Context: an optimization exercise on an open-source flow, tuned for small area and a short achievable clock period. The choices shown serve that exercise and are no tape-out recipe. RTL that was checked went through simulation tests only; none was proved equivalent to the original. No functional check of the RTL was part of runs 1 to 4. Power and IR drop assume default switching activity.

**design.v**
```verilog
package dmem_pkg;
  localparam int DMEM_DATA_W  = 8;
  localparam int DMEM_MAX_LAT = 15;
  typedef enum logic [1:0] {IDLE, BUSY, DONE} dmem_state_t;
endpackage
module dmem_ram
#(
  parameter int ADDR_W = 8
) (
  input  logic                   clk,
  input  logic [2**ADDR_W/4-1:0] clr_n_i,    
  input  logic [2**ADDR_W/4-1:0] set_n_i,    
  input  logic [dmem_pkg::DMEM_DATA_W-1:0] wdata_n_i,   
  output logic [2**ADDR_W/2*dmem_pkg::DMEM_DATA_W-1:0] taps_o
);
  localparam int DW    = dmem_pkg::DMEM_DATA_W;
  localparam int RINGS = 2**ADDR_W / 4;
  for (genvar k = 0; k < RINGS; k++) begin : g_ring
    dmem_ring u_ring (
      .clk      (clk),
      .clr_n_i  (clr_n_i[k]),
      .set_n_i  (set_n_i[k]),
      .wdata_n_i(wdata_n_i),
      .tap0_o   (taps_o[(2*k+0)*DW +: DW]),
      .tap2_o   (taps_o[(2*k+1)*DW +: DW])
    );
  end
endmodule
module dmem_ring (
  input  logic                   clk,
  input  logic                   clr_n_i,
  input  logic                   set_n_i,
  input  logic [dmem_pkg::DMEM_DATA_W-1:0] wdata_n_i,
  output logic [dmem_pkg::DMEM_DATA_W-1:0] tap0_o,
  output logic [dmem_pkg::DMEM_DATA_W-1:0] tap2_o
);
  logic [dmem_pkg::DMEM_DATA_W-1:0] p0_q, p1_q, p2_q, p3_q;
  always_ff @(posedge clk) begin
    p0_q <= p1_q;
    p1_q <= p2_q;
    p2_q <= ~(({dmem_pkg::DMEM_DATA_W{set_n_i}} | wdata_n_i) & p3_q);
    p3_q <= ~(p0_q & {dmem_pkg::DMEM_DATA_W{clr_n_i}});
  end
  assign tap0_o = p0_q;
  assign tap2_o = p2_q;
endmodule
module data_mem_ctrl
#(
  parameter int ADDR_W  = 8,
  parameter int LATENCY = 2
) (
  input  logic                   CLK,
  input  logic                   Reset,
  input  logic                   MemReq,
  input  logic                   MemWrite,
  input  logic [ADDR_W-1:0]      Addr,
  input  logic [dmem_pkg::DMEM_DATA_W-1:0] DataIn,
  output logic [dmem_pkg::DMEM_DATA_W-1:0] DataMemOut,
  output logic                   MemBusy,
  output logic                   MemDone
);
  localparam int DW     = dmem_pkg::DMEM_DATA_W;
  localparam int RINGS  = 2**ADDR_W / 4;      
  localparam int NTAP   = 2**ADDR_W / 2;      
  localparam int GROUPS = 4;                  
  localparam int GSIZE  = NTAP / GROUPS;
  if (LATENCY != 2) begin : g_lat_check
    $error("data_mem_ctrl: this implementation supports LATENCY = 2 only");
  end
  logic          busy_q, s0_q, s1_q, done_q;
  logic          busy_out_q;     
  logic          accept;
  logic          write_q;
  logic [ADDR_W-1:0] addr_q;
  logic [DW-1:0] wdata_q;
  logic [DW-1:0] dout_q;
  logic [1:0]    phase_q;
  logic          wb_valid_q;
  logic [ADDR_W-1:0] wb_addr_q;
  logic [DW-1:0] wb_data_q;
  logic [NTAP*DW-1:0] taps;
  logic [3:0]    pa_now, pa_q, pa;
  logic [7:0]    pb_now, pb_q, pb;
  logic [1:0]    pos_now;        
  logic [1:0]    pos_next;       
  logic [31:0]   sline;          
  logic          early_q;        
  logic          part_en;
  logic [DW*GROUPS-1:0] part;    
  logic [DW*GROUPS-1:0] part_q;
  logic          fwd_q;
  logic [DW-1:0] rdata;
  logic [ADDR_W-1:0] saddr;
  assign accept = ~busy_q & MemReq;
  always_ff @(posedge CLK) begin
    if (Reset) begin
      busy_q <= 1'b0;
      busy_out_q <= 1'b0;
      s0_q   <= 1'b0;
      s1_q   <= 1'b0;
      done_q <= 1'b0;
      dout_q <= '0;
    end else begin
      busy_q <= accept | s0_q | s1_q;
      busy_out_q <= (MemReq & ~busy_out_q) | s0_q | s1_q;    
      s0_q   <= accept;
      s1_q   <= s0_q;
      done_q <= s1_q;
      if (s1_q && !write_q) dout_q <= rdata;
    end
  end
  always_ff @(posedge CLK) begin
    if (accept) begin
      write_q <= MemWrite;
      addr_q  <= Addr;
      wdata_q <= DataIn;
    end
  end
  always_ff @(posedge CLK) begin
    phase_q <= phase_q + 2'd1;
  end
  logic          clr_now, set_now;
  logic [ADDR_W-3:0] clr_ring;
  logic [RINGS-1:0] clr_n, set_n;
  assign set_now  = wb_valid_q & (phase_q == wb_addr_q[1:0] + 2'd1);
  assign clr_now  = s1_q ? (write_q & ~Reset & (addr_q[1:0] == phase_q))
                         : (wb_valid_q & (wb_addr_q[1:0] == phase_q));
  assign clr_ring = s1_q ? addr_q[ADDR_W-1:2] : wb_addr_q[ADDR_W-1:2];
  always_comb begin
    for (int k = 0; k < RINGS; k++) begin
      clr_n[k] = ~(clr_now & (clr_ring == (ADDR_W-2)'(k)));
      set_n[k] = ~(set_now & (wb_addr_q[ADDR_W-1:2] == (ADDR_W-2)'(k)));
    end
  end
  always_ff @(posedge CLK) begin
    if (s1_q && write_q && !Reset) begin
      wb_valid_q <= 1'b1;
      wb_addr_q  <= addr_q;
      wb_data_q  <= wdata_q;
    end else if (set_now) begin
      wb_valid_q <= 1'b0;
    end
  end
  dmem_ram #(.ADDR_W(ADDR_W)) u_ram (
    .clk      (CLK),
    .clr_n_i  (clr_n),
    .set_n_i  (set_n),
    .wdata_n_i(~wb_data_q),
    .taps_o   (taps)
  );
  assign pos_now  = Addr[1:0] - phase_q;
  assign pos_next = pos_now - 2'd1;
  always_comb begin
    for (int i = 0; i < 4; i++) pa_now[i] = (Addr[5:4] == 2'(i));
    for (int i = 0; i < 8; i++) pb_now[i] = ({Addr[3:2], pos_now[1]} == 3'(i));
  end
  always_ff @(posedge CLK) begin
    pa_q <= pa_now;
    for (int i = 0; i < 8; i++) pb_q[i] <= ({Addr[3:2], pos_next[1]} == 3'(i));
    if (~busy_q) early_q <= ~pos_now[0];
  end
  assign pa    = busy_q ? pa_q : pa_now;
  assign pb    = busy_q ? pb_q : pb_now;
  assign saddr = busy_q ? addr_q : Addr;
  always_comb begin
    for (int i = 0; i < 32; i++) sline[i] = pa[i/8] & pb[i%8];
  end
  for (genvar b = 0; b < DW; b++) begin : g_bit
    for (genvar g = 0; g < GROUPS; g++) begin : g_grp
      logic [GSIZE-1:0] d;
      for (genvar i = 0; i < GSIZE; i++) begin : g_tap
        assign d[i] = taps[(g*GSIZE + i)*DW + b];
      end
      dmem_rd_or #(.N(GSIZE)) u_or (.sel_i(sline), .d_i(d), .y_o(part[b*GROUPS+g]));
    end
  end
  assign part_en = ~busy_q | (s0_q & ~early_q);
  always_ff @(posedge CLK) begin
    if (part_en) begin
      part_q <= part;
      fwd_q  <= wb_valid_q && (wb_addr_q == saddr);
    end
  end
  always_comb begin
    for (int b = 0; b < DW; b++) begin
      rdata[b] = part_q[b*GROUPS + addr_q[ADDR_W-1:ADDR_W-2]];
    end
    if (fwd_q) rdata = wb_data_q;
  end
  assign DataMemOut = dout_q;
  assign MemBusy    = busy_out_q;
  assign MemDone    = done_q;
endmodule
module dmem_rd_or
#(
  parameter int N = 32
) (
  input  logic [N-1:0] sel_i,
  input  logic [N-1:0] d_i,
  output logic         y_o
);
  assign y_o = |(sel_i & d_i);
endmodule
```
**run.sh**
```bash
#!/bin/bash
# synth_recipe.tcl (not shown) runs the flow's synth.tcl, then flattens the netlist and writes it again
# the make line also repeats each setting of config.mk as NAME=value (left out here)
make -C /OpenROAD-flow-scripts/flow DESIGN_CONFIG=/design/flow/config.mk WORK_HOME=/design/flow/orfs CLKGATE_MAP_FILE= SYNTH_SCRIPT=/design/flow/synth_recipe.tcl finish
```
**config.mk**
```make
export PLATFORM = sky130hd
export DESIGN_NAME = data_mem_ctrl
export DESIGN_NICKNAME = data_mem_ctrl
export VERILOG_FILES = /design/flow/design.v
export SDC_FILE = /design/flow/constraint.sdc
export NUM_CORES = 4
export LEC_CHECK = 0
export CAP_MARGIN = 20
export CORE_MARGIN = 2
export CORE_UTILIZATION = 65
export CTS_CLUSTER_DIAMETER = 60
export CTS_CLUSTER_SIZE = 30
export SLEW_MARGIN = 20
export SYNTH_HIERARCHICAL = 1
export SYNTH_MINIMUM_KEEP_SIZE = 0
```
**constraint.sdc**
```tcl
create_clock -name core_clock -period 4.0 [get_ports {CLK}]
set_input_delay 0.8000 -clock core_clock [delete_from_list [all_inputs] [get_ports {CLK}]]
set_output_delay 0.8000 -clock core_clock [all_outputs]
set_load 0.01 [all_outputs]
```
==> results of run 1 <==
==> sequential cells by signal, summed over array words and instances, names as in the netlist, 2 cells and up <==
register                  cells
pb_q                          8
wdata_q                       8
u_ram.g_ring.u_ring.p3_q    512
wb_addr_q                     8
wb_data_q                     8
part_q                       32
u_ram.g_ring.u_ring.p0_q    512
addr_q                        8
u_ram.g_ring.u_ring.p2_q    512
pa_q                          4
dout_q                        8
u_ram.g_ring.u_ring.p1_q    512
phase_q                       2
==> path summary, 6_finish.rpt <==
check	to	startpoint	slack, ns
setup / recovery	part_q[20]	Addr[0]	0.30
hold / removal	u_ram.g_ring[61].u_ring.p0_q[1]	u_ram.g_ring[61].u_ring.p1_q[1]	0.32
setup reg to reg	part_q[20]	phase_q[0]	0.57
hold reg to reg	u_ram.g_ring[61].u_ring.p0_q[1]	u_ram.g_ring[61].u_ring.p1_q[1]	0.32
==> cell type report <==
cell class                      instances  area share
Sequential cell                      2143       0.693
Multi-Input combinational cell       2035       0.188
Clock buffer                          121      0.0457
Timing Repair Buffer                  206      0.0328
Tap cell                             1144      0.0228
Clock inverter                         79      0.0166
Inverter                               12    0.000895
Antenna cell                            5    0.000199
==> critical path: cells and delay by family <==
kind / cells / cell delay [ns]
AO/OA/AOI/OAI: 2 / 0.41
adder cells (fa/ha/maj): 1 / 0.20
buffers and inverters: 4 / 1.06
AND/OR/NAND/NOR: 4 / 1.54
XOR/XNOR: 1 / 0.25
==> Yosys cell counts (all sizes together) (2+ instances only) <==
library cell  number
nand3b             2
inv               12
a22oi            518
mux4               8
xnor2              4
nand4            129
a21oi              4
a32oi              2
and2               2
buf               76
nand2b             8
o21a               4
nor2b             10
a211oi            12
or4               32
mux2i             22
edfxtp            67
nor4bb             2
nor3              12
o21ai            513
dfxtp           2076
nand2            646
xor2              10
o22a               2
clkbuf            16
mux2               2
nand3              4
nor2              78
==> stage by stage <==
stage	cell area, µm²	utilization	cells
after global placement	58900	0.692	5536
after CTS	62900	0.740	5739
after global routing	62900	0.740	5741
final	62900	0.740	5745
after floorplan	55600	-	4282
after detailed placement	58900	0.693	5539
==> modules after synthesis, one instance, submodules excluded, a selection <==
module | cells inside | times used | flip-flops and latches | cell area [µm²]
dmem_ring | 49 | 64 | 32 | 716
data_mem_ctrl | 474 | 1 | 95 | 4740
==> routing by layer <==
| layer | up-vias | part of all wire |
|---|---|---|
| li1 | 15536 | - |
| met3 | 440 | 0.091 |
| met5 | - | 0.00062 |
| met2 | 1950 | 0.44 |
| met4 | 16 | 0.057 |
| met1 | 17479 | 0.42 |
==> where the power goes <==
group / switching (mW) / total, mW / internal, mW / leakage [nW]
logic: 0.374 / 0.547 / 0.173 / 3.94
clock network: 7.62 / 13.3 / 5.72 / 1.89
registers: 0.113 / 21.6 / 21.5 / 17.4
total: 8.11 / 35.5 / 27.4 / 23.3
==> cell families (layout without fill, tap and decap cells) <==
kind of cell	count (synthesis)	in the layout	synth area share
adder cells (fa/ha/maj)	1	1	0.000225
buffers and inverters	104	418	0.00925
AND/OR/NAND/NOR	931	931	0.0733
flip-flops	2143	2143	0.784
multiplexers	32	32	0.00761
AO/OA/AOI/OAI	1056	1056	0.123
XOR/XNOR	15	15	0.00261
other	0	5	0
==> results.txt, run 1 <==
worst vdd ir between 500 and 600 µV; routed via count ~35000; RSZ-0062 raised after global routing no; Slew Limit Fails 0; most common cell after layout, fill and taps aside dfxtp_1; FMAX between 200 and 300 MHz; Fin. Hold Viols 0; Crit path largest cell delay 0.90 ns; fillers 5762; worst skew pair latency 0.73 ns; initial antenna violation count 9; drt total wl around 170 mm; Final period util 0.925; hold path depth 0; GRT Total Usage 0.383; Clk pin slew, worst setup/hold paths between 0.1 and 0.15 ns; post-route ant nets 0; synth warn 8; TritonCTS clock tree yes; CP Max Fanout 32; grt peak-use layer met2; post-layout worst setup margin 0.300 ns; hold_buf cts 0; drt via density approximately 6; Post-Syn Instances 4282; CP max-delay cell nor2_4; Die Wd 296 µm; Die ar. 87900 µm²; post-cts sizing count 0; CP Cell Sequence clkdlybuf4s50_1, inv_1, ha_1, xnor3_1, nor2_1, a22oi_1, buf_4, nor2_4, a22oi_1, nand4_1, buf_4, or4_1; Synth top area share 0.748; postcts setup bufs 0; First-pass DRT Iterations 7; Clock Sink Count 2143; GR Overflow Total 0; Syn Std Cell Area about 56000 µm²; H-tree level count 3; status finished clean; multi-input combinational cell area between 10000 and 15000 µm²; Slew @ Worst Pin 1.33 ns; top cells by area, synth dfxtp_1 75%, a22oi_1 6.6%, nand2_1 4.4%; drc violations 0; global placement routability congestion 0.943; largest net degree at the start of global routing 49; layout cells sized above 1 0.103; CTS Buffer Depth 3; max_cap viols 0; GRT met3 Usage 0.0749; GR Util met1 0.528; Hold WS 0.317 ns; PnR Total Power 35.5 mW; first-pass GRT wire length about 240 mm; FF-to-FF path depth 10; setup TNS 0 ns; CTS buffer count around 110; Synth Flop Type dfxtp_1; register area share after synthesis 0.784; clk_skew 0.0351 ns; WS Path Type in -> reg; Syn Nets 4303; final setup fails 0; syn_area_per_cell around 13 µm²; most frequent cells in the layout 2076 x dfxtp_1, 646 x nand2_1, 486 x a22oi_1; number of synthesized flops with an enable pin 67; core area 85000 µm²; pwr/cell area about 560 nW/µm²; Port Buf Inserts 29; DIE HEIGHT 296 µm; worst hold path type reg -> reg; starting density of the core 0.654; Clock Root Buffer clkbuf_16; CP endpoint kind flop; Place WS -0.262 ns; static leakage 23.3 nW; row count 107; Slew Limit Headroom 0.110; critical path data arrival time between 4 and 5 ns; flops & latches, synth 2143; Synth async-reset ratio 0; DR iter-0 viols about 4600; area growth from synthesis to layout 13.2%; startpoint types primary input; Final min period 3.70 ns; Yosys cell types 43; met2 usage 0.583; Post-DP HPWL about 120 mm; sequential cell area 43600 µm²; Ports 30; fin nets 4528; leading area contributor after synthesis dfxtp_1; drt wl/cell 29.5 µm; vias in the first global route 33628; Worst Path Required 4.59 ns
==> run 2: changes to the inputs <==
--- a/config.mk
+++ b/config.mk
@@ -10,6 +10,7 @@
 export CORE_UTILIZATION = 65
 export CTS_CLUSTER_DIAMETER = 60
 export CTS_CLUSTER_SIZE = 30
+export SETUP_SLACK_MARGIN = 1.3
 export SLEW_MARGIN = 20
 export SYNTH_HIERARCHICAL = 1
 export SYNTH_MINIMUM_KEEP_SIZE = 0
==> run 2 against run 1 <==
Effect of this change:
- sequential share of layout area decreased by 2.0 points
- maximum frequency increased by 19%
- still clean on timing, DRC and antenna
- routed wire length increased by 11%
- combinational power increased by 42%
- via count increased by 5.1%
- first-iteration DRC count increased by 18%
- clock skew decreased by 0.0059 ns
- clock power about the same
- critical path depth decreased by 3
- worst hold slack improved by 0.0029 ns
- non-clock buffer count increased by 71
- global-route usage increased by 3.5 points
==> results.txt, run 2 <==
post-synthesis simple-gate area fraction 0.0733; FMAX 323 MHz; Synth Area in XOR/XNOR 0.00261; startpoint types flop; flops & latches, synth between 2000 and 2500; worst hold path type reg -> reg; largest net degree at the start of global routing 56; CP max-delay cell or4_1; vias in the first global route around 35000; Slew Limit Headroom 0.144; Placed Area 58500 µm²; starting density of the core 0.654; Clock Root Buffer clkbuf_16; routed via count 37211; GR Overflow Total 0; Worst Path Required around 4.5 ns; GRT Total Usage 0.418; Post-Syn Instances 4282; initial antenna violation count 17; worst vdd ir 435 µV; Fin. Hold Viols 0; Post-DP HPWL roughly 120 mm; final setup fails 0; CP endpoint kind flop; TritonCTS clock tree yes; number of synthesized flops with an enable pin 67; CP Cell Sequence xnor3_1, and2_4, buf_4, a22oi_2, buf_6, nor2_4, a22oi_1, nand4_1, or4_1; Final Core Density 0.763; WS Path Type reg -> reg; count leader, synth dfxtp_1; static leakage approximately 24 nW; PnR Total Power around 36 mW; Synth async-reset ratio 0; area growth from synthesis to layout 16.6%; H-tree level count 3; Port Buf Inserts 29; Clock Sink Count 2143; Hold WS approximately 0.32 ns; worst skew pair latency 0.73 ns; RSZ-0062 raised after global routing yes; DIE HEIGHT approximately 300 µm; Yosys cell types 43; critical path data arrival time 3.56 ns; Final min period 3.10 ns; CTS buffer count between 100 and 150; fillers 5411; setup TNS 0 ns; CTS Buffer Depth 3; register area share after synthesis 0.784; fin area ~65000 µm²; clk_skew 0.0293 ns; Compound-Gate Fraction of Synth Area 0.123; Clk pin slew, worst setup/hold paths 0.11 ns; max_cap viols 0; multi-input combinational cell area 12600 µm²; CP Max Fanout 16; Syn Nets about 4300; Synth top area share 0.748; synth warn 8; largest family of logic cells by synthesized area compound AO/OA/AOI/OAI gates; Syn Std Cell Area 55600 µm²; Synth Flop Type dfxtp_1; status finished clean; Ports 30; first-pass GRT wire length 255 mm; drt total wl around 190 mm; layout cells sized above 1 0.144; pwr/cell area 553 nW/µm²; Synth Area in Adders 0.000225; syn_area_per_cell around 13 µm²; Die Wd 296 µm; Crit path largest cell delay 0.51 ns; Final period util 0.775; Slew Limit Fails 0; top cells by area, synth dfxtp_1 75%, a22oi_1 6.6%, nand2_1 4.4%; fin nets 4615; row count 107; leading area contributor after synthesis dfxtp_1; First-pass DRT Iterations 9; drc violations 0; DR iter-0 viols 5414; synth cell count leaders 2076 x dfxtp_1, 646 x nand2_1, 486 x a22oi_1, 257 x o21ai_1, 256 x o21ai_0; most common cell after layout, fill and taps aside dfxtp_1; hold_buf cts 0; drt via density 6.38; global placement routability congestion around 0.99; mux share of post-synthesis cell area 0.00761; drt wl/cell 32.4 µm; most frequent cells in the layout 2073 x dfxtp_1, 646 x nand2_1, 384 x a22oi_1; Die ar. 87900 µm²; sequential cell area about 44000 µm²; post-route ant nets 0; Slew @ Worst Pin approximately 1.3 ns; core area 85000 µm²
## run 2: metrics by stage
stage / setup WS, ns / std cells
2_1_floorplan: 0.875 / 4282
3_3_place_gp: -0.203 / 5494
3_5_place_dp: -0.196 / 5499
4_1_cts: 0.956 / 5789
5_1_grt: 0.910 / 5830
6_report: 0.901 / 5833
## run 2: Yosys stat by module (local to each module, per instance), excerpt
module | cell area (µm²) | times used | cells | flip-flops and latches
data_mem_ctrl | 4740 | 1 | 474 | 95
dmem_ring | 716 | 64 | 49 | 32
## run 2: report_power, final
part / switching, mW / internal, mW / total [mW]
clock: 7.62 / 5.80 / 13.4
sequential: 0.122 / 21.5 / 21.6
combinational: 0.512 / 0.264 / 0.776
## run 2: kinds of logic after synthesis
family | Yosys count
multiplexers | 32
AO/OA/AOI/OAI | 1056
XOR/XNOR | 15
AND/OR/NAND/NOR | 931
adder cells (fa/ha/maj) | 1
buffers and inverters | 104
flip-flops | 2143
## run 2: critical path: cells and delay by family, from the launching register on
kind / cells / cell delay [ns]
AND/OR/NAND/NOR: 4 / 1.14
AO/OA/AOI/OAI: 2 / 0.53
XOR/XNOR: 1 / 0.41
flip-flops: 1 / 0.37
buffers and inverters: 2 / 0.34
## run 2: cell type report
| class | instances | area share |
|---|---|---|
| repair buffers | 277 | 0.0493 |
| diodes | 7 | 0.000270 |
| inverters | 12 | 0.000907 |
| flip-flops and latches | 2143 | 0.672 |
| multi-input cells | 2054 | 0.195 |
| well taps | 1144 | 0.0221 |
| clock buffers | 124 | 0.0444 |
| clock inverters | 72 | 0.0159 |
## run 2: path summary, 6_finish.rpt
kind	slack (ns)	cells past startpoint	from	end
hold reg to reg	0.32	0	u_ram.g_ring[25].u_ring.p1_q[7]	u_ram.g_ring[25].u_ring.p0_q[7]
setup / recovery	0.90	9	phase_q[1]	part_q[26]
setup reg to reg	0.90	9	phase_q[1]	part_q[26]
hold / removal	0.32	0	u_ram.g_ring[25].u_ring.p1_q[7]	u_ram.g_ring[25].u_ring.p0_q[7]
## run 2: what timing repair did
| item | 4_1_cts | 5_1_grt |
|---|---|---|
| setup endpoints to repair | 270 | 115 |
| gates resized for setup | 106 | 77 |
| buffers inserted | 74 | 31 |
| pin swaps | 95 | 57 |
| cloned | 20 | 5 |
## run 2: layer usage
layer  part of all wire  vias up  track usage
met5            0.00038        -      0.00388
met4              0.069       14        0.251
met3               0.12      621        0.104
met2               0.43     2432        0.614
met1               0.39    18406        0.561
li1                   -    15738            -
==> run 3: changes to the inputs <==
--- a/design.v
+++ b/design.v
@@ -62,8 +62,12 @@
   localparam int DW     = dmem_pkg::DMEM_DATA_W;
   localparam int RINGS  = 2**ADDR_W / 4;      
   localparam int NTAP   = 2**ADDR_W / 2;      
-  localparam int GROUPS = 4;                  
-  localparam int GSIZE  = NTAP / GROUPS;
+  localparam int GB     = 3;                  
+  localparam int GROUPS = 2**GB;              
+  localparam int GSIZE  = NTAP / GROUPS;      
+  localparam int LB     = ADDR_W - 1 - GB;    
+  localparam int NA     = 2;                  
+  localparam int NB     = LB - NA;            
   if (LATENCY != 2) begin : g_lat_check
     $error("data_mem_ctrl: this implementation supports LATENCY = 2 only");
   end
@@ -79,11 +83,11 @@
   logic [ADDR_W-1:0] wb_addr_q;
   logic [DW-1:0] wb_data_q;
   logic [NTAP*DW-1:0] taps;
-  logic [3:0]    pa_now, pa_q, pa;
-  logic [7:0]    pb_now, pb_q, pb;
-  logic [1:0]    pos_now;        
-  logic [1:0]    pos_next;       
-  logic [31:0]   sline;          
+  logic [2**NA-1:0] pa_now, pa_q, pa;
+  logic [2**NB-1:0] pb_now, pb_q, pb;
+  logic [3:0]    tnow_q;         
+  logic          t_now, t_next;  
+  logic [GSIZE-1:0] sline;       
   logic          early_q;        
   logic          part_en;
   logic [DW*GROUPS-1:0] part;    
@@ -148,22 +152,29 @@
     .wdata_n_i(~wb_data_q),
     .taps_o   (taps)
   );
-  assign pos_now  = Addr[1:0] - phase_q;
-  assign pos_next = pos_now - 2'd1;
-  always_comb begin
-    for (int i = 0; i < 4; i++) pa_now[i] = (Addr[5:4] == 2'(i));
-    for (int i = 0; i < 8; i++) pb_now[i] = ({Addr[3:2], pos_now[1]} == 3'(i));
+  always_ff @(posedge CLK) begin
+    for (int a = 0; a < 4; a++) begin
+      logic [1:0] p;
+      p = 2'(a) - (phase_q + 2'd1);
+      tnow_q[a] <= p[1];
+    end
+  end
+  assign t_now  = tnow_q[Addr[1:0]];
+  assign t_next = tnow_q[Addr[1:0] - 2'd1];    
+  always_comb begin
+    for (int i = 0; i < 2**NA; i++) pa_now[i] = (Addr[ADDR_W-1-GB -: NA] == NA'(i));
+    for (int i = 0; i < 2**NB; i++) pb_now[i] = ({Addr[2 +: NB-1], t_now} == NB'(i));
   end
   always_ff @(posedge CLK) begin
     pa_q <= pa_now;
-    for (int i = 0; i < 8; i++) pb_q[i] <= ({Addr[3:2], pos_next[1]} == 3'(i));
-    if (~busy_q) early_q <= ~pos_now[0];
+    for (int i = 0; i < 2**NB; i++) pb_q[i] <= ({Addr[2 +: NB-1], t_next} == NB'(i));
+    if (~busy_q) early_q <= ~(Addr[0] ^ phase_q[0]);
   end
   assign pa    = busy_q ? pa_q : pa_now;
   assign pb    = busy_q ? pb_q : pb_now;
   assign saddr = busy_q ? addr_q : Addr;
   always_comb begin
-    for (int i = 0; i < 32; i++) sline[i] = pa[i/8] & pb[i%8];
+    for (int i = 0; i < GSIZE; i++) sline[i] = pa[i / 2**NB] & pb[i % 2**NB];
   end
   for (genvar b = 0; b < DW; b++) begin : g_bit
     for (genvar g = 0; g < GROUPS; g++) begin : g_grp
@@ -183,7 +194,7 @@
   end
   always_comb begin
     for (int b = 0; b < DW; b++) begin
-      rdata[b] = part_q[b*GROUPS + addr_q[ADDR_W-1:ADDR_W-2]];
+      rdata[b] = part_q[b*GROUPS + addr_q[ADDR_W-1 -: GB]];
     end
     if (fwd_q) rdata = wb_data_q;
   end
--- a/config.mk
+++ b/config.mk
@@ -10,7 +10,7 @@
 export CORE_UTILIZATION = 65
 export CTS_CLUSTER_DIAMETER = 60
 export CTS_CLUSTER_SIZE = 30
-export SETUP_SLACK_MARGIN = 1.3
+export SETUP_SLACK_MARGIN = 1.6
 export SLEW_MARGIN = 20
 export SYNTH_HIERARCHICAL = 1
 export SYNTH_MINIMUM_KEEP_SIZE = 0
==> run 3 against run 2 <==
Effect of this change:
- still clean
- maximum frequency rose by 15%
- first-iteration DRC count fell by 5.6%
- global-route usage decreased by 1.2 points
- cell count decreased by 0.79%
- critical path type unchanged
- largest power group unchanged
==> results.txt, run 3 <==
metal3 WL 20.9 mm; most frequent cells in the layout 2070 x dfxtp_1, 545 x nand2_1, 268 x o21ai_1; CTS buffer count 114; core area slightly below 90000 µm²; Placed Area 60700 µm²; Slew Limit Headroom 0.221; first-pass GRT wire length 261 mm; fin nets roughly 4500; worst vdd ir 456 µV; status finished clean; CP Max Fanout 7; GRT Total Usage 0.405; fin area slightly below 70000 µm²; met2 wire length ~80 mm; Syn Nets between 4000 and 5000; most common cell after layout, fill and taps aside dfxtp_1; startpoint types flop; Synth Flop Type dfxtp_1; post-route ant nets 0; RSZ-0062 raised after global routing yes; min-delay src u_ram.g_ring[20].u_ring.p1_q[7]; Worst Path Required 4.60 ns; Clock Root Buffer clkbuf_16; Synth top area share 0.714; pwr/cell area 541 nW/µm²; static leakage 26.1 nW; Hold WS roughly 0.32 ns; r2r setup slk 1.29 ns; drt via density about 6.4; Yosys cell types 51; global placement routability congestion 0.929; First-pass DRT Iterations 6; setup TNS 0 ns; final setup fails 0; routed via count 36976; uppermost routed layer met5; row count 109; number of synthesized flops with an enable pin 99; syn_area_per_cell 13.8 µm²; Slew @ Worst Pin ~1.2 ns; r2r endpoint part_q[5]; Clk pin slew, worst setup/hold paths 0.11 ns; TritonCTS clock tree yes; Post-Syn Instances 4217; max_cap viols 0; count leader, synth dfxtp_1; top cells by area, synth dfxtp_1 71%, a221oi_2 6.6%, edfxtp_1 5.1%; drc violations 0; register area share after synthesis 0.765; Ports 30; FMAX 370 MHz; Fin. Hold Viols 0; Post-DP HPWL 97.6 mm; r2r startpoint tnow_q[1]; leading area contributor after synthesis dfxtp_1; area growth from synthesis to layout 18.2%; PnR Total Power 37.2 mW; largest net degree at the start of global routing 65; DR iter-0 viols around 5100; fillers approximately 5200; worst hold path type reg -> reg; drt total wl approximately 190 mm; Worst setup endpoint part_q[5]; starting density of the core 0.658; Syn Std Cell Area just under 60000 µm²; layout cells sized above 1 0.198; worst setup path start tnow_q[1]; Metal-1 WL around 74 mm; vias in the first global route 36059; FF-to-FF path depth 14; GR Overflow Total 0; initial antenna violation count 7; Synth async-reset ratio 0; worst skew pair latency 0.75 ns; Die Wd 303 µm; synth warn 8; drt wl/cell 32.4 µm; synth cell count leaders 2075 x dfxtp_1, 646 x nand2_1, 264 x o21ai_1, 258 x o21ai_0; Die ar. 92000 µm²; WS Path Type reg -> reg; Final period util 0.676; Clock Sink Count about 2200; Final min period approximately 2.7 ns; Slew Limit Fails 0; hold_buf cts 0; Port Buf Inserts 29; clk_skew 0.0361 ns; CTS Buffer Depth 3; H-tree level count 3; flops & latches, synth 2174; critical path data arrival time 3.30 ns; CP endpoint kind flop; DIE HEIGHT 303 µm
run 3: cell count changes in the layout (fill, tap and decap cells not counted), sizes merged, moves of 10 or more:
cell,change
a21oi,+10
a221oi,+256
a22o,+256
a22oi,-509
clkdlybuf4s50,-11
dlygate4sd2,+13
edfxtp,+32
inv,+19
nand4,-63
nor2,-43
or4,-32
run 3: kinds of logic (layout without fill, tap and decap cells):
| logic type | count (synthesis) | after routing | share of synthesized area |
|---|---|---|---|
| compound gates | 1070 | 1070 | 0.154 |
| xor+xnor | 14 | 14 | 0.00243 |
| buf+inv | 109 | 507 | 0.0102 |
| flops | 2174 | 2174 | 0.765 |
| mux | 35 | 35 | 0.00995 |
| other cells | 0 | 3 | 0 |
| simple gates | 815 | 819 | 0.0584 |
run 3: worst min path at each step:
| stage | to | slack [ns] | cells after the start |
|---|---|---|---|
| 6_report | u_ram.g_ring[20].u_ring.p0_q[7] | 0.32 | 0 |
| 3_3_place_gp | u_ram.g_ring[54].u_ring.p0_q[3] | 0.31 | 0 |
| 5_1_grt | u_ram.g_ring[19].u_ring.p0_q[1] | 0.32 | 0 |
| 3_5_place_dp | u_ram.g_ring[0].u_ring.p0_q[6] | 0.31 | 0 |
| 4_1_cts | u_ram.g_ring[63].u_ring.p0_q[0] | 0.32 | 0 |
| 2_1_floorplan | u_ram.g_ring[0].u_ring.p0_q[0] | 0.31 | 0 |
run 3: cell type report:
class	count	area [µm²]	area share
timing repair buffer	279	4630	0.0673
sequential	2174	44500	0.647
antenna	3	7.51	0.000109
clock buffer	127	2990	0.0434
clock inverter	88	1200	0.0174
multi-input combinational	1938	13900	0.202
inverter	13	51.3	0.000746
tap	1165	1460	0.0212
run 3: timing repair:
action                     in CTS  in global routing
pin swaps                     168                 56
gates resized for setup       238                120
cloned                         67                  2
setup endpoints to repair     689                628
setup buffers                  92                  5
run 3: worst max-delay path, stage by stage (launching register included):
cell	delay (ns)
dfxtp_4	0.37
mux4_2	0.52
buf_6	0.15
buf_6	0.12
nor3_4	0.11
a21oi_2	0.06
buf_6	0.13
buf_6	0.12
buf_6	0.12
nor2_4	0.16
buf_12	0.17
buf_12	0.14
buf_16	0.18
a221oi_4	0.08
nand4_1	0.12
run 3: metrics by stage:
stage | setup WS (ns) | util | std cells
final | 1.29 | 0.777 | 5787
after floorplan | 0.536 | - | 4217
after detailed placement | 0.166 | 0.686 | 5403
after CTS | 1.38 | 0.771 | 5777
after global routing | 1.25 | 0.777 | 5784
after global placement | 0.114 | 0.685 | 5402
run 3: routing by layer:
| metal | up-vias | global-route usage |
|---|---|---|
| li1 | 15751 | - |
| met4 | 10 | 0.220 |
| met3 | 604 | 0.106 |
| met1 | 18297 | 0.551 |
| met2 | 2314 | 0.597 |
| met5 | - | 0 |
run 3: modules after synthesis, one instance, submodules excluded, excerpt:
module	cell area, µm²	cells inside	times used
dmem_ring	716	49	64
data_mem_ctrl	5920	505	1
run 3: where the power goes:
part / total [mW] / internal (mW) / switching (mW)
Clock: 14.1 / 6.06 / 8.03
Combinational: 1.08 / 0.377 / 0.708
Sequential: 22.0 / 21.9 / 0.128
Total: 37.2 / 28.3 / 8.86
==> run 4: changes to the inputs <==
--- a/design.v
+++ b/design.v
@@ -62,7 +62,7 @@
   localparam int DW     = dmem_pkg::DMEM_DATA_W;
   localparam int RINGS  = 2**ADDR_W / 4;      
   localparam int NTAP   = 2**ADDR_W / 2;      
-  localparam int GB     = 3;                  
+  localparam int GB     = 2;                  
   localparam int GROUPS = 2**GB;              
   localparam int GSIZE  = NTAP / GROUPS;      
   localparam int LB     = ADDR_W - 1 - GB;    
==> run 4 against run 3 <==
Effect of this change:
- register-to-register slack worse by 0.17 ns
- count of clock-buffer cells in the layout decreased by 4
- first-iteration DRC count is 9.3% higher
- critical path depth shrank 5
- clock power down 5%
- die area fell by 4.2%
- non-clock buffer count decreased by 38
- synthesized cell count rose by 2.0%
- worst setup slack got worse by 0.19 ns
- critical path type is now in -> reg
- highest routed layer unchanged
==> results.txt, run 4 <==
Clock Root Buffer clkbuf_16; critical path data arrival time 3.51 ns; Final Core Density 0.762; Syn Nets 4321; CTS buffer count between 100 and 150; starting density of the core 0.656; Post-DP HPWL between 100 and 150 mm; clk_skew 0.0356 ns; TritonCTS clock tree yes; Final period util 0.724; Port Buf Inserts 29; CTS Buffer Depth 3; largest net degree at the start of global routing 57; Hold WS 0.318 ns; Crit path largest cell delay 0.69 ns; Fin. Hold Viols 0; most frequent cells in the layout 2074 x dfxtp_1, 642 x nand2_1, 355 x a22oi_1; startpoint types primary input; CP max-delay cell nor2_4; pwr/cell area 552 nW/µm²; area growth from synthesis to layout 16.3%; number of synthesized flops with an enable pin 67; First-pass DRT Iterations 8; DIE HEIGHT 297 µm; most common cell after layout, fill and taps aside dfxtp_1; Ports 30; FMAX 345 MHz; Post-Syn Instances 4301; CP most frequent cell buf_12; synth cell count leaders 2079 x dfxtp_1, 648 x nand2_1, 488 x a22oi_1, 258 x o21ai_0, 256 x o21ai_1; top cells by area, synth dfxtp_1 75%, a22oi_1 6.6%, nand2_1 4.4%; static leakage approximately 24 nW; drt wl/cell 32.2 µm; CP Max Fanout 15; routed via count 37190; final setup fails 0; Slew @ Worst Pin 1.12 ns; flops & latches, synth between 2000 and 2500; layout cells sized above 1 0.152; register area share after synthesis 0.783; worst vdd ir 587 µV; leading area contributor after synthesis dfxtp_1; drc violations 0; fillers 5472; Yosys cell types 44; synth warn 8; GRT Total Usage 0.414; worst skew pair latency ~0.74 ns; Final min period between 2 and 3 ns; Synth async-reset ratio 0; Slew Limit Fails 0; initial antenna violation count 11; WS Path Type in -> reg; Synth top area share 0.747; Synth Flop Type dfxtp_1; drt total wl 187 mm; H-tree level count 3; Clock Sink Count 2146; vias in the first global route 34849; worst hold path type reg -> reg; Syn Std Cell Area 55700 µm²; Die Wd about 300 µm; core area between 80000 and 90000 µm²; drt via density 6.39; GR Overflow Total 0; fin nets about 4600; count leader, synth dfxtp_1; first-pass GRT wire length 259 mm; post-route ant nets 0; row count 107; syn_area_per_cell about 13 µm²; RSZ-0062 raised after global routing yes; Die ar. 88100 µm²; Slew Limit Headroom 0.254; DR iter-0 viols about 5600; Clk pin slew, worst setup/hold paths approximately 0.11 ns; CP Cell Sequence dlygate4sd2_1, nor2b_1, mux2i_2, buf_12, buf_12, nor2_4, a22oi_1, nand4_1, or4_1; Worst Path Required 4.61 ns; status finished clean; CP endpoint kind flop; global placement routability congestion between 0.9 and 1; max_cap viols 0
-- run 4: changes by cell type after synthesis, sizes merged, moves of 9 or more --
cell    previous run  this run
a22oi              9       520
a221oi           256         0
a22o             256         0
nand4             66       129
edfxtp            99        67
or4                0        32
nor2              50        79
and3               9         0
mux4              17         8
-- run 4: area by class of cell --
type / instances / area [µm²] / area share
tap: 1144 / 1430 / 0.0221
clock buffer: 123 / 2870 / 0.0443
multi-input combinational: 2076 / 13000 / 0.201
inverter: 15 / 73.8 / 0.00114
clock inverter: 73 / 1020 / 0.0157
timing repair buffer: 241 / 2760 / 0.0425
sequential: 2146 / 43600 / 0.673
antenna: 2 / 5.00 / 0.0000772
-- run 4: through the flow --
stage	TNS, ns	setup slack [ns]	power, mW	area [µm²]	cells
4_1_cts	0	1.21	35.6	64200	5800
3_3_place_gp	-1.59	-0.144	22.6	58000	5456
3_5_place_dp	-4.49	-0.295	22.6	58200	5462
2_1_floorplan	0	0.965	22.3	55900	4301
6_report	0	1.10	35.8	64800	5820
5_1_grt	0	1.08	36.5	64800	5819
-- run 4: path summary, 6_finish.rpt --
kind,startpoint,endpoint,slack (ns),cells past startpoint
worst max register to register,tnow_q[0],part_q[15],1.12,10
worst min-delay path,u_ram.g_ring[2].u_ring.p1_q[6],u_ram.g_ring[2].u_ring.p0_q[6],0.32,0
worst min register to register,u_ram.g_ring[2].u_ring.p1_q[6],u_ram.g_ring[2].u_ring.p0_q[6],0.32,0
worst max-delay path,Addr[5],part_q[16],1.10,9
-- run 4: layer usage --
| layer | global-route usage | share of wire | vias up |
|---|---|---|---|
| met2 | 0.588 | 0.42 | 2506 |
| met5 | 0 | 0.00058 | - |
| met1 | 0.573 | 0.40 | 18284 |
| met3 | 0.110 | 0.12 | 608 |
| li1 | - | - | 15774 |
| met4 | 0.247 | 0.070 | 18 |
-- run 4: Yosys stat by module, one instance, submodules excluded, excerpt --
| module | cell area [µm²] | flip-flops and latches | times used |
|---|---|---|---|
| dmem_ring | 716 | 32 | 64 |
| data_mem_ctrl | 4880 | 98 | 1 |
-- run 4: worst max-delay path: cells and delay by family --
kind                   cells  cell delay (ns)
AO/OA/AOI/OAI              1             0.22
buffers and inverters      3             0.83
multiplexers               1             0.18
AND/OR/NAND/NOR            4             1.46
-- run 4: logic make-up (layout without fill, tap and decap cells) --
logic type	after synthesis	in the layout	share of synthesized area
AOI/OAI and AO/OA	1062	1062	0.123
and+or+nand+nor	935	967	0.0735
buffers and inverters	111	452	0.00990
DFF	2146	2146	0.783
other	0	2	0
xor gates and xnor gates	14	14	0.00254
muxes	33	33	0.00786
-- run 4: power breakdown --
group          leakage [nW]  switching [mW]  total [mW]  internal, mW
Clock                  1.89            7.58        13.4          5.84
Combinational          4.42           0.463       0.675         0.212
Sequential             17.5           0.118        21.7          21.6
-- run 4: timing repair --
| action | 4_1_cts | 5_1_grt |
|---|---|---|
| hold buffers | 0 | 0 |
| resized for setup | 165 | 104 |
| pin swaps | 107 | 47 |
| cloned | 36 | 0 |
| buffers inserted | 106 | 16 |
| endpoints found under the setup margin | 825 | 264 |
==> run 5: changes to the inputs <==
--- a/design.v
+++ b/design.v
@@ -62,7 +62,7 @@
   localparam int DW     = dmem_pkg::DMEM_DATA_W;
   localparam int RINGS  = 2**ADDR_W / 4;      
   localparam int NTAP   = 2**ADDR_W / 2;      
-  localparam int GB     = 2;                  
+  localparam int GB     = 3;                  
   localparam int GROUPS = 2**GB;              
   localparam int GSIZE  = NTAP / GROUPS;      
   localparam int LB     = ADDR_W - 1 - GB;    
@@ -85,8 +85,8 @@
   logic [NTAP*DW-1:0] taps;
   logic [2**NA-1:0] pa_now, pa_q, pa;
   logic [2**NB-1:0] pb_now, pb_q, pb;
-  logic [3:0]    tnow_q;         
   logic          t_now, t_next;  
+  logic          phase_nx1;
   logic [GSIZE-1:0] sline;       
   logic          early_q;        
   logic          part_en;
@@ -123,6 +123,7 @@
   always_ff @(posedge CLK) begin
     phase_q <= phase_q + 2'd1;
   end
+  assign phase_nx1 = phase_q[1] ^ phase_q[0];
   logic          clr_now, set_now;
   logic [ADDR_W-3:0] clr_ring;
   logic [RINGS-1:0] clr_n, set_n;
@@ -152,15 +153,8 @@
     .wdata_n_i(~wb_data_q),
     .taps_o   (taps)
   );
-  always_ff @(posedge CLK) begin
-    for (int a = 0; a < 4; a++) begin
-      logic [1:0] p;
-      p = 2'(a) - (phase_q + 2'd1);
-      tnow_q[a] <= p[1];
-    end
-  end
-  assign t_now  = tnow_q[Addr[1:0]];
-  assign t_next = tnow_q[Addr[1:0] - 2'd1];    
+  assign t_now  = Addr[1] ^ phase_q[1];
+  assign t_next = Addr[1] ^ phase_nx1;       
   always_comb begin
     for (int i = 0; i < 2**NA; i++) pa_now[i] = (Addr[ADDR_W-1-GB -: NA] == NA'(i));
     for (int i = 0; i < 2**NB; i++) pb_now[i] = ({Addr[2 +: NB-1], t_now} == NB'(i));
@@ -210,5 +204,16 @@
   input  logic [N-1:0] d_i,
   output logic         y_o
 );
+  logic [N/8-1:0] o;
+  for (genvar i = 0; i < N/8; i++) begin : g_or8
+    dmem_rd_or8 u_or8 (.sel_i(sel_i[8*i +: 8]), .d_i(d_i[8*i +: 8]), .y_o(o[i]));
+  end
+  assign y_o = |o;
+endmodule
+module dmem_rd_or8 (
+  input  logic [7:0] sel_i,
+  input  logic [7:0] d_i,
+  output logic       y_o
+);
   assign y_o = |(sel_i & d_i);
 endmodule
--- a/config.mk
+++ b/config.mk
@@ -10,7 +10,7 @@
 export CORE_UTILIZATION = 65
 export CTS_CLUSTER_DIAMETER = 60
 export CTS_CLUSTER_SIZE = 30
-export SETUP_SLACK_MARGIN = 1.6
+export SETUP_SLACK_MARGIN = 2.1
 export SLEW_MARGIN = 20
 export SYNTH_HIERARCHICAL = 1
 export SYNTH_MINIMUM_KEEP_SIZE = 0
==> run 5 against run 4 <==
Effect of this change:
- combinational power is 59% higher
- cell area grew 11%
- total power is 4.1% higher
- sequential power hardly changed
- largest power group unchanged
- register-to-register slack gained 0.36 ns
- via count rose by 2.6%
- flip-flop and latch count grew 25
- sequential share of layout area decreased by 5.6 points
- first-iteration DRC count decreased by 15%
==> results.txt, run 5 <==
r2r startpoint busy_q; initial antenna violation count 4; Place WS 0.368 ns; setup TNS 0 ns; routed via count 38152; Clk pin slew, worst setup/hold paths about 0.12 ns; register area share after synthesis 0.785; vias in the first global route 36620; CTS Buffer Depth 3; count leader, synth dfxtp_1; Post-DP HPWL 93.4 mm; leading area contributor after synthesis dfxtp_1; Final Non-Filler Cells approximately 5900; DR iter-0 viols roughly 4800; CP Max Fanout 32; drt wl/cell around 31 µm; critical path data arrival time 3.14 ns; area growth from synthesis to layout 27.4%; CP endpoint kind flop; synth warn 8; Slew Limit Fails 0; layout cells sized above 1 0.348; CTS buffer count 114; syn_area_per_cell about 13 µm²; WS Path Type in -> reg; drt total wl 184 mm; worst skew pair latency 0.74 ns; TritonCTS clock tree yes; max_cap viols 0; PnR Total Power 37.2 mW; worst vdd ir 510 µV; Placed Cells 5507; Syn Nets 4350; clk_skew 0.0300 ns; Die ar. 89400 µm²; most common cell after layout, fill and taps aside dfxtp_1; Ports 30; most frequent cells in the layout 2059 x dfxtp_1, 441 x o21ai_2, 337 x a22oi_1; Fin. Hold Viols 0; H-tree level count 3; Hold Crit Endpoint u_ram.g_ring[24].u_ring.p0_q[2]; post-route ant nets 0; post-layout worst setup margin 1.45 ns; core area 86500 µm²; static leakage 26.2 nW; GR Overflow Total 0; RSZ-0062 raised after global routing yes; r2r endpoint part_q[16]; r2r setup slk 1.48 ns; Final period util 0.636; Synth async-reset ratio 0; Final min period 2.55 ns; Slew @ Worst Pin 0.873 ns; number of synthesized flops with an enable pin between 90 and 100; startpoint types primary input; Die Wd 299 µm; DIE HEIGHT 299 µm; flops & latches, synth 2171; Clock Sink Count about 2200; row count 108; Slew Limit Headroom 0.417; starting density of the core 0.654; hold path depth 0; GRT Total Usage 0.382; worst hold path type reg -> reg; global placement routability congestion 0.880; drt via density 6.43; fin nets 4696; first-pass GRT wire length approximately 250 mm; Port Buf Inserts 29; final setup fails 0; largest net degree at the start of global routing 48; Post-Syn Instances ~4300; synth cell count leaders 2072 x dfxtp_1, 585 x nand2_1, 524 x a22oi_1, 263 x o21ai_0, 258 x o21ai_1; FMAX 393 MHz; FF-to-FF path depth 10; pwr/cell area 517 nW/µm²; Clock Root Buffer clkbuf_16; min-delay src u_ram.g_ring[24].u_ring.p1_q[2]; Synth top area share 0.733; Syn Std Cell Area approximately 57000 µm²; top cells by area, synth dfxtp_1 73%, a22oi_1 7.0%, edfxtp_1 5.3%; fillers 4395; First-pass DRT Iterations 6; Worst Path Required between 4 and 5 ns; Synth Flop Type dfxtp_1; Yosys cell types 42; drc violations 0; status finished clean
[run 5: cell families (layout without fill, tap and decap cells)]
| kind of cell | Yosys count | in the layout | synth area share |
|---|---|---|---|
| AO/OA/AOI/OAI | 1071 | 1071 | 0.119 |
| multiplexers | 28 | 28 | 0.00849 |
| XOR/XNOR | 17 | 17 | 0.00263 |
| other | 0 | 3 | 0 |
| buffers and inverters | 118 | 558 | 0.0101 |
| flip-flops | 2171 | 2171 | 0.785 |
| AND/OR/NAND/NOR | 925 | 929 | 0.0744 |
[run 5: timing repair]
action | in CTS | in global routing
pin swaps | 349 | 369
resized for setup | 944 | 853
buffers inserted | 145 | 33
hold buffers | 0 | 0
cloned | 28 | 2
endpoints found under the setup margin | 1168 | 1104
[run 5: where the power goes]
group	internal [mW]	total (mW)	switching, mW
combinational	0.359	1.07	0.713
sequential	21.9	22.0	0.156
clock	6.01	14.1	8.12
[run 5: critical path, cell delays in order]
cell and delay, ns:
dlygate4sd2_1 0.34, nor2b_2 0.33, mux2i_4 0.16, buf_12 0.17
nor2_4 0.45, buf_16 0.37, a22oi_1 0.16, nand4_1 0.16
or2_1 0.15
[run 5: Yosys stat by module (local to each module, per instance), a selection]
module / cells / flip-flops and latches / times used
data_mem_ctrl: 490 / 123 / 1
dmem_ring: 49 / 32 / 64
dmem_rd_or8: 5 / 0 / 128
[run 5: how the worst max path moves through the flow]
stage / start / to / slack [ns] / depth (start not counted)
3_5_place_dp: Addr[4] / part_q[60] / 0.37 / 8
6_report: Addr[4] / part_q[59] / 1.45 / 9
2_1_floorplan: Addr[1] / part_q[56] / 1.38 / 7
4_1_cts: busy_q / part_q[4] / 1.69 / 10
3_3_place_gp: Addr[4] / part_q[60] / 0.36 / 8
5_1_grt: busy_q / part_q[4] / 1.49 / 9
[run 5: metrics by stage]
stage | cell area, µm² | hold WS [ns] | util
floorplan | 57400 | 0.310 | -
global placement | 59300 | 0.309 | 0.685
detailed placement | 59300 | 0.312 | 0.686
CTS | 69000 | 0.317 | 0.798
global route | 72100 | 0.311 | 0.833
finish | 72100 | 0.317 | 0.833
[run 5: layout make-up]
cell class / instances / area (µm²) / area share
flip-flops and latches: 2171 / 44500 / 0.617
multi-input cells: 2045 / 17300 / 0.241
repair buffers: 328 / 4450 / 0.0618
clock buffers: 122 / 2960 / 0.0410
well taps: 1155 / 1450 / 0.0200
clock inverters: 92 / 1300 / 0.0180
inverters: 16 / 78.8 / 0.00109
diodes: 3 / 7.51 / 0.000104
[run 5: per-layer routing]
metal  wire (µm)  GRT usage  vias to the layer above  share of wire
met4       11900      0.204                        2          0.065
met2       81400      0.580                     2309           0.44
met1       71900      0.516                    19128           0.39
li1            -          -                    16063              -
met3       18900     0.0853                      650           0.10
met5          10          0                        -       0.000054
==> run 6: changes to the inputs <==
--- a/config.mk
+++ b/config.mk
@@ -10,7 +10,7 @@
 export CORE_UTILIZATION = 65
 export CTS_CLUSTER_DIAMETER = 60
 export CTS_CLUSTER_SIZE = 30
-export SETUP_SLACK_MARGIN = 2.1
+export SETUP_SLACK_MARGIN = 1.7
 export SLEW_MARGIN = 20
 export SYNTH_HIERARCHICAL = 1
 export SYNTH_MINIMUM_KEEP_SIZE = 0
==> run 6 against run 5 <==
Effect of this change:
- critical path depth up 1
- cell count fell by 0.78%
- non-clock buffer count down 43
- critical path type is now reg -> reg
- critical endpoint is now part_q[39]
==> results.txt, run 6 <==
layout cells sized above 1 0.161; routed via count 36549; worst vdd ir 534 µV; Final Core Density 0.774; Post-DP HPWL 94.7 mm; post-route ant nets 0; Clock Sink Count around 2200; global placement routability congestion around 0.91; drt via density 6.21; Clk pin slew, worst setup/hold paths about 0.11 ns; Synth Flop Type dfxtp_1; worst skew pair latency 0.75 ns; core area 86500 µm²; Worst Path Required about 4.5 ns; CTS Buffer Depth 3; row count between 100 and 150; starting density of the core 0.654; Syn Std Cell Area 56600 µm²; number of synthesized flops with an enable pin 99; syn_area_per_cell 13.1 µm²; TritonCTS clock tree yes; clk_skew 0.0615 ns; largest net degree at the start of global routing 61; r2r setup slk 1.47 ns; Place WS 0.134 ns; Fin. Hold Viols 0; Yosys cell types 42; Port Buf Inserts 29; drc violations 0; Final min period around 2.5 ns; area growth from synthesis to layout 18.3%; H-tree level count 3; flops & latches, synth approximately 2200; multi-input combinational cell area 13400 µm²; fillers about 5400; Syn Nets 4350; startpoint types flop; Placed Area 59100 µm²; Ports 30; final setup fails 0; Slew Limit Fails 0; fin nets 4651; first-pass GRT wire length roughly 240 mm; most frequent cells in the layout 2069 x dfxtp_1, 571 x nand2_1, 370 x a22oi_1; max_cap viols 0; worst hold path type reg -> reg; status finished clean; Die ar. 89400 µm²; static leakage 24.6 nW; CP endpoint kind flop; sequential cell area between 40000 and 50000 µm²; post-layout worst setup margin 1.47 ns; Slew Limit Headroom 0.243; WS Path Type reg -> reg; CTS buffer count 110; vias in the first global route about 35000; critical path data arrival time approximately 3.0 ns; setup TNS 0 ns; First-pass DRT Iterations 6; Die Wd 299 µm; Final period util 0.632; most common cell after layout, fill and taps aside dfxtp_1; Clock Root Buffer clkbuf_16; GR Overflow Total 0; DIE HEIGHT 299 µm; top cells by area, synth dfxtp_1 73%, a22oi_1 7.0%, edfxtp_1 5.3%; drt wl/cell 29.0 µm; pwr/cell area 551 nW/µm²; RSZ-0062 raised after global routing yes; register area share after synthesis 0.785; synth warn 8; fin area approximately 67000 µm²; Synth async-reset ratio 0; initial antenna violation count 11; CP Max Fanout 6; count leader, synth dfxtp_1; leading area contributor after synthesis dfxtp_1; drt total wl 171 mm; Synth top area share 0.733; Slew @ Worst Pin 1.13 ns; DR iter-0 viols around 4700; Post-Syn Instances 4330; FMAX 396 MHz; synth cell count leaders 2072 x dfxtp_1, 585 x nand2_1, 524 x a22oi_1, 263 x o21ai_0, 258 x o21ai_1; GRT Total Usage 0.363
==> run 6: changes by cell type in the layout (fill, tap and decap cells not counted), sizes merged, moves of 9 or more <==
cell	delta
buf	-61
dlygate4sd2	+9
clkinv	-14
clkbuf	+13
==> run 6: Yosys stat by module (local to each module, per instance), a selection <==
| module | cells inside | cell area, µm² |
|---|---|---|
| dmem_rd_or8 | 5 | 36.3 |
| dmem_ring | 49 | 716 |
| data_mem_ctrl | 490 | 5750 |
==> run 6: timing repair <==
item | 4_1_cts | 5_1_grt
resized for setup | 187 | 212
hold buffers | 0 | 0
gates cloned | 22 | 13
setup endpoints to repair | 1069 | 600
pin swaps | 60 | 163
setup buffers | 78 | 47
==> run 6: layout make-up <==
type,instances,area share
inverters,16,0.00101
clock buffers,127,0.0435
repair buffers,285,0.0520
multi-input cells,2047,0.200
flip-flops and latches,2171,0.664
clock inverters,79,0.0176
diodes,6,0.000224
well taps,1155,0.0216
==> run 6: per-layer routing <==
metal	part of all wire	wire, µm	GRT usage	vias up
met5	0.0012	199	0	-
met4	0.054	9190	0.162	13
met3	0.10	17500	0.0798	456
met2	0.44	74500	0.552	1992
met1	0.41	69100	0.504	18179
li1	-	-	-	15909
==> run 6: path summary, 6_finish.rpt <==
path,from,to,depth (start not counted)
setup / recovery,busy_q,part_q[39],10
hold / removal,u_ram.g_ring[59].u_ring.p1_q[2],u_ram.g_ring[59].u_ring.p0_q[2],0
hold reg to reg,u_ram.g_ring[59].u_ring.p1_q[2],u_ram.g_ring[59].u_ring.p0_q[2],0
setup reg to reg,busy_q,part_q[39],10
==> run 6: cells by family (layout without fill, tap and decap cells) <==
family / after synthesis / after routing / synth area share
AND/OR/NAND/NOR: 925 / 931 / 0.0744
buffers and inverters: 118 / 507 / 0.0101
XOR/XNOR: 17 / 17 / 0.00263
other: 0 / 6 / 0
flip-flops: 2171 / 2171 / 0.785
AO/OA/AOI/OAI: 1071 / 1071 / 0.119
multiplexers: 28 / 28 / 0.00849
==> run 6: report_power, final <==
group          internal (mW)  switching, mW
logic                  0.355          0.678
registers               21.9          0.154
clock network           6.00           7.82
total                   28.2           8.65
==> run 6: metrics by stage <==
step                      instances  hold slack, ns  power [mW]
after floorplan                4330           0.310        22.7
after global placement         5514           0.310        23.1
after detailed placement       5514           0.312        23.1
after CTS                      5820           0.320        36.7
after global routing           5882           0.316        37.7
final                          5886           0.301        36.9
==> run 6: worst max-delay path, stage by stage, from the launching register on <==
cell and delay [ns]:
dfxtp_4 0.39, buf_12 0.14, buf_6 0.11, a22oi_2 0.25, buf_6 0.16, nor2_4 0.04
buf_12 0.15, buf_16 0.15, a22oi_2 0.15, nand4_1 0.38, or2_1 0.35
==> run 7: changes to the inputs <==
==> flow/run.sh (new file) <==
#!/bin/bash
# Own flow: the standard synthesis unchanged, then the standard layout steps
# with the delay cells (dlygate*, clkdlybuf*) added to the don't-use list so
# that the resizer does not pick them as port or signal buffers.
set -euo pipefail
PLATFORM_DONT_USE="sky130_fd_sc_hd__probe_p_8 sky130_fd_sc_hd__probec_p_8 sky130_fd_sc_hd__lpflow_bleeder_1 sky130_fd_sc_hd__lpflow_clkbufkapwr_1 sky130_fd_sc_hd__lpflow_clkbufkapwr_16 sky130_fd_sc_hd__lpflow_clkbufkapwr_2 sky130_fd_sc_hd__lpflow_clkbufkapwr_4 sky130_fd_sc_hd__lpflow_clkbufkapwr_8 sky130_fd_sc_hd__lpflow_clkinvkapwr_1 sky130_fd_sc_hd__lpflow_clkinvkapwr_16 sky130_fd_sc_hd__lpflow_clkinvkapwr_2 sky130_fd_sc_hd__lpflow_clkinvkapwr_4 sky130_fd_sc_hd__lpflow_clkinvkapwr_8 sky130_fd_sc_hd__lpflow_decapkapwr_12 sky130_fd_sc_hd__lpflow_decapkapwr_3 sky130_fd_sc_hd__lpflow_decapkapwr_4 sky130_fd_sc_hd__lpflow_decapkapwr_6 sky130_fd_sc_hd__lpflow_decapkapwr_8 sky130_fd_sc_hd__lpflow_inputiso0n_1 sky130_fd_sc_hd__lpflow_inputiso0p_1 sky130_fd_sc_hd__lpflow_inputiso1n_1 sky130_fd_sc_hd__lpflow_inputiso1p_1 sky130_fd_sc_hd__lpflow_inputisolatch_1 sky130_fd_sc_hd__lpflow_isobufsrc_1 sky130_fd_sc_hd__lpflow_isobufsrc_16 sky130_fd_sc_hd__lpflow_isobufsrc_2 sky130_fd_sc_hd__lpflow_isobufsrc_4 sky130_fd_sc_hd__lpflow_isobufsrc_8 sky130_fd_sc_hd__lpflow_isobufsrckapwr_16 sky130_fd_sc_hd__lpflow_lsbuf_lh_hl_isowell_tap_1 sky130_fd_sc_hd__lpflow_lsbuf_lh_hl_isowell_tap_2 sky130_fd_sc_hd__lpflow_lsbuf_lh_hl_isowell_tap_4 sky130_fd_sc_hd__lpflow_lsbuf_lh_isowell_4 sky130_fd_sc_hd__lpflow_lsbuf_lh_isowell_tap_1 sky130_fd_sc_hd__lpflow_lsbuf_lh_isowell_tap_2 sky130_fd_sc_hd__lpflow_lsbuf_lh_isowell_tap_4 "
EXTRA_DONT_USE="sky130_fd_sc_hd__dlygate4sd1_1 sky130_fd_sc_hd__dlygate4sd2_1 sky130_fd_sc_hd__dlygate4sd3_1 sky130_fd_sc_hd__dlymetal6s2s_1 sky130_fd_sc_hd__dlymetal6s4s_1 sky130_fd_sc_hd__dlymetal6s6s_1 sky130_fd_sc_hd__clkdlybuf4s15_1 sky130_fd_sc_hd__clkdlybuf4s15_2 sky130_fd_sc_hd__clkdlybuf4s18_1 sky130_fd_sc_hd__clkdlybuf4s18_2 sky130_fd_sc_hd__clkdlybuf4s25_1 sky130_fd_sc_hd__clkdlybuf4s25_2 sky130_fd_sc_hd__clkdlybuf4s50_1 sky130_fd_sc_hd__clkdlybuf4s50_2"
bash standard.sh synth > synth.log 2>&1
bash standard.sh "DONT_USE_CELLS=$PLATFORM_DONT_USE $EXTRA_DONT_USE" finish > layout.log 2>&1
==> standard.sh (new file) <==
#!/bin/bash
# synth_recipe.tcl (not shown) runs the flow's synth.tcl, then flattens the netlist and writes it again
# the make line also repeats each setting of config.mk as NAME=value (left out here)
make -C /OpenROAD-flow-scripts/flow DESIGN_CONFIG=/design/flow/config.mk WORK_HOME=/design/flow/orfs CLKGATE_MAP_FILE= SYNTH_SCRIPT=/design/flow/synth_recipe.tcl "${@:-finish}"
removed: run.sh
==> run 7 against run 6 <==
Effect of this change:
- critical path depth is the same
- register-to-register slack gained 0.05 ns
- maximum frequency up 2.1%
- combinational power down 17%
- synthesized area is the same
- global-route usage decreased by 1.9 points
- sequential power barely moved
- critical endpoint is now part_q[21]
- largest power group unchanged
==> results.txt, run 7 <==
status finished clean; routed via count around 36000; static leakage 24.2 nW; flops & latches, synth ~2200; DIE HEIGHT ~300 µm; CTS buffer count 116; Clock Root Buffer clkbuf_16; most common cell after layout, fill and taps aside dfxtp_1; Final min period 2.48 ns; Ports 30; DR iter-0 viols 3790; Slew Limit Headroom 0.304; sequential cell area 44500 µm²; Switching Fraction 0.236; synth cell count leaders 2072 x dfxtp_1, 585 x nand2_1, 524 x a22oi_1, 263 x o21ai_0, 258 x o21ai_1; drt via density ~6; Synth async-reset ratio 0; Clk pin slew, worst setup/hold paths 0.11 ns; Clock power frac 0.385; CTS Buffer Depth 3; syn_area_per_cell 13.1 µm²; Synth top area share 0.733; CP Cell Sequence buf_1, buf_1, nor3_2, a21oi_4, buf_4, nor2_4, buf_8, a22oi_2, nand4_1, or2_1; Yosys cell types 42; GR Overflow Total 0; Slew Limit Fails 0; post-route ant nets 0; pwr/cell area 564 nW/µm²; initial antenna violation count 11; worst skew pair latency 0.75 ns; CP Max Fanout 28; Final Core Density 0.764; Slew @ Worst Pin 1.04 ns; Port Buf Inserts 29; synth warn 8; CP most frequent cell buf_1; row count 108; final setup fails 0; Crit path largest cell delay 0.41 ns; WS Path Type reg -> reg; H-tree level count 3; CP max-delay cell dfxtp_4; Pint 28.4 mW; fin area between 60000 and 70000 µm²; largest net degree at the start of global routing 45; Clock Sink Count 2171; Worst Path Required around 4.5 ns; drt wl/cell 27.0 µm; drt total wl about 160 mm; Reg power frac 0.592; GRT Total Usage 0.344; Die Wd 299 µm; multi-input combinational cell area 13200 µm²; hold_buf cts 0; layout cells sized above 1 0.158; drc violations 0; Syn Std Cell Area ~57000 µm²; Fin. Hold Viols 0; number of synthesized flops with an enable pin 99; clk_skew 0.0362 ns; Post-DP HPWL 93.8 mm; most frequent cells in the layout 2068 x dfxtp_1, 557 x nand2_1, 356 x a22oi_1; fin nets 4644; Post-Syn Instances 4330; critical path data arrival time a little under 3 ns; worst hold path type in -> reg; PnR Total Power about 37 mW; First-pass DRT Iterations 8; core area 86500 µm²; Syn Nets 4350; RSZ-0062 raised after global routing yes; worst vdd ir 498 µV; CP endpoint kind flop; global placement routability congestion 0.869; leading area contributor after synthesis dfxtp_1; TritonCTS clock tree yes; area growth from synthesis to layout 16.7%; FMAX 404 MHz; register area share after synthesis 0.785; Final period util 0.619; first-pass GRT wire length 228 mm; fillers between 5000 and 6000; setup TNS 0 ns; starting density of the core 0.654; Synth Flop Type dfxtp_1; power share of the combinational group 0.023; Placed Area 58500 µm²; startpoint types flop; count leader, synth dfxtp_1; top cells by area, synth dfxtp_1 73%, a22oi_1 7.0%, edfxtp_1 5.3%; vias in the first global route around 35000; max_cap viols 0; Die ar. 89400 µm²; Psw 8.80 mW
## run 7: cell types whose count changed in the layout (fill, tap and decap cells not counted), moves of 14 or more
cell | previous run | this run
buf_4 | 142 | 33
buf_1 | 0 | 73
buf_2 | 0 | 43
nand3_4 | 38 | 1
buf_6 | 35 | 65
nand3_2 | 5 | 34
buf_12 | 42 | 23
nand2_2 | 13 | 28
a22oi_1 | 370 | 356
a22oi_2 | 154 | 168
clkdlybuf4s50_1 | 14 | 0
nand2_1 | 571 | 557
## run 7: timing repair
| action | 4_1_cts | 5_1_grt |
|---|---|---|
| buffers inserted | 96 | 47 |
| gates resized for setup | 185 | 260 |
| setup endpoints to repair | 1096 | 772 |
| cloned | 11 | 8 |
| pin swaps | 79 | 113 |
## run 7: critical path, delay by kind of cell (launching register included)
| family | cells | cell delay [ns] |
|---|---|---|
| AOI/OAI and AO/OA | 2 | 0.51 |
| buffers and inverters | 4 | 0.64 |
| DFF | 1 | 0.41 |
| and+or+nand+nor | 4 | 0.67 |
## run 7: cells by family after synthesis
group / count (synthesis) / share of synthesized area
DFF: 2171 / 0.785
muxes: 28 / 0.00849
xor gates and xnor gates: 17 / 0.00263
buffers and inverters: 118 / 0.0101
AOI/OAI and AO/OA: 1071 / 0.119
and+or+nand+nor: 925 / 0.0744
## run 7: area by class of cell
type | count | area share
well taps | 1155 | 0.0219
inverters | 16 | 0.00110
diodes | 3 | 0.000114
clock buffers | 124 | 0.0455
repair buffers | 273 | 0.0377
multi-input cells | 2046 | 0.200
flip-flops and latches | 2171 | 0.673
clock inverters | 97 | 0.0207
## run 7: routing by layer
metal,GRT usage,vias to the layer above,wire (µm)
met5,0,-,79
li1,-,15888,-
met3,0.0622,364,13200
met1,0.495,17910,68900
met4,0.136,12,6860
met2,0.522,1656,69800
## run 7: power by group through the flow
| stage | clock network (mW) | registers [mW] | logic, mW |
|---|---|---|---|
| after floorplan | 0 | 22.4 | 0.291 |
| after global placement | 0 | 22.5 | 0.567 |
| after detailed placement | 0 | 22.5 | 0.570 |
| after CTS | 14.4 | 22.0 | 0.737 |
| after global routing | 15.2 | 22.0 | 0.866 |
| final | 14.3 | 22.0 | 0.855 |
## run 7: final timing paths
path	startpoint	end	slack [ns]	depth (start not counted)
max reg2reg	busy_q	part_q[21]	1.52	10
min	DataIn[7]	wdata_q[7]	0.22	1
max	busy_q	part_q[21]	1.52	10
min reg2reg	u_ram.g_ring[13].u_ring.p1_q[1]	u_ram.g_ring[13].u_ring.p0_q[1]	0.32	0
## run 7: metrics by stage
stage                     cells  setup WS (ns)  hold WS, ns
after floorplan            4330           1.38        0.310
after global placement     5498          0.448        0.310
after detailed placement   5498          0.420        0.312
after CTS                  5826           1.48        0.190
after global routing       5882           1.51        0.195
final                      5885           1.52        0.222
## run 7: Yosys stat by module (local to each module, per instance), excerpt
| module | times used | cells | flops+latches |
|---|---|---|---|
| dmem_ring | 64 | 49 | 32 |
| data_mem_ctrl | 1 | 490 | 123 |
| dmem_rd_or8 | 128 | 5 | 0 |

## afterwards: timing with drivers on the ports
In the flow no input, the clock included, has a driving cell. The finished layouts below were timed again as built, in two steps.
Step 1: set_driving_cell puts a clkbuf_16 on CLK and a buf_2 on each other input, an assumption about the parent block.
Step 2 times the ports against the registers' clock, not the clock port: input delays grow and output delays shrink by t, the midpoint of the rising clock arrivals with the driver on.
a / b / c = no drivers / after step 1 / after step 2; a / b = the first two.
| run | shift t [ns] | setup slack, ns | hold slack, ns |
|---|---|---|---|
| run 1 | 0.780 | 0.300 / 0.344 / -0.435 | 0.317 / 0.317 / 0.317 |
| run 2 | 0.780 | 0.901 / 0.901 / 0.175 | 0.320 / 0.320 / 0.320 |
| run 3 | 0.804 | 1.295 / 1.295 / 0.579 | 0.322 / 0.322 / 0.322 |
| run 4 | 0.788 | 1.104 / 1.100 / 0.311 | 0.318 / 0.318 / 0.318 |
| run 5 | 0.797 | 1.454 / 1.479 / 0.707 | 0.317 / 0.317 / 0.317 |
| run 6 | 0.796 | 1.472 / 1.472 / 0.754 | 0.301 / 0.301 / 0.301 |
| run 7 | 0.799 | 1.525 / 1.525 / 0.855 | 0.222 / 0.172 / 0.322 |
Met with ideal ports but missed after step 2: setup timing in run 1. The setup slack of run 4, which loses most, moves by -0.004 ns with the drivers and by -0.793 ns with both steps.
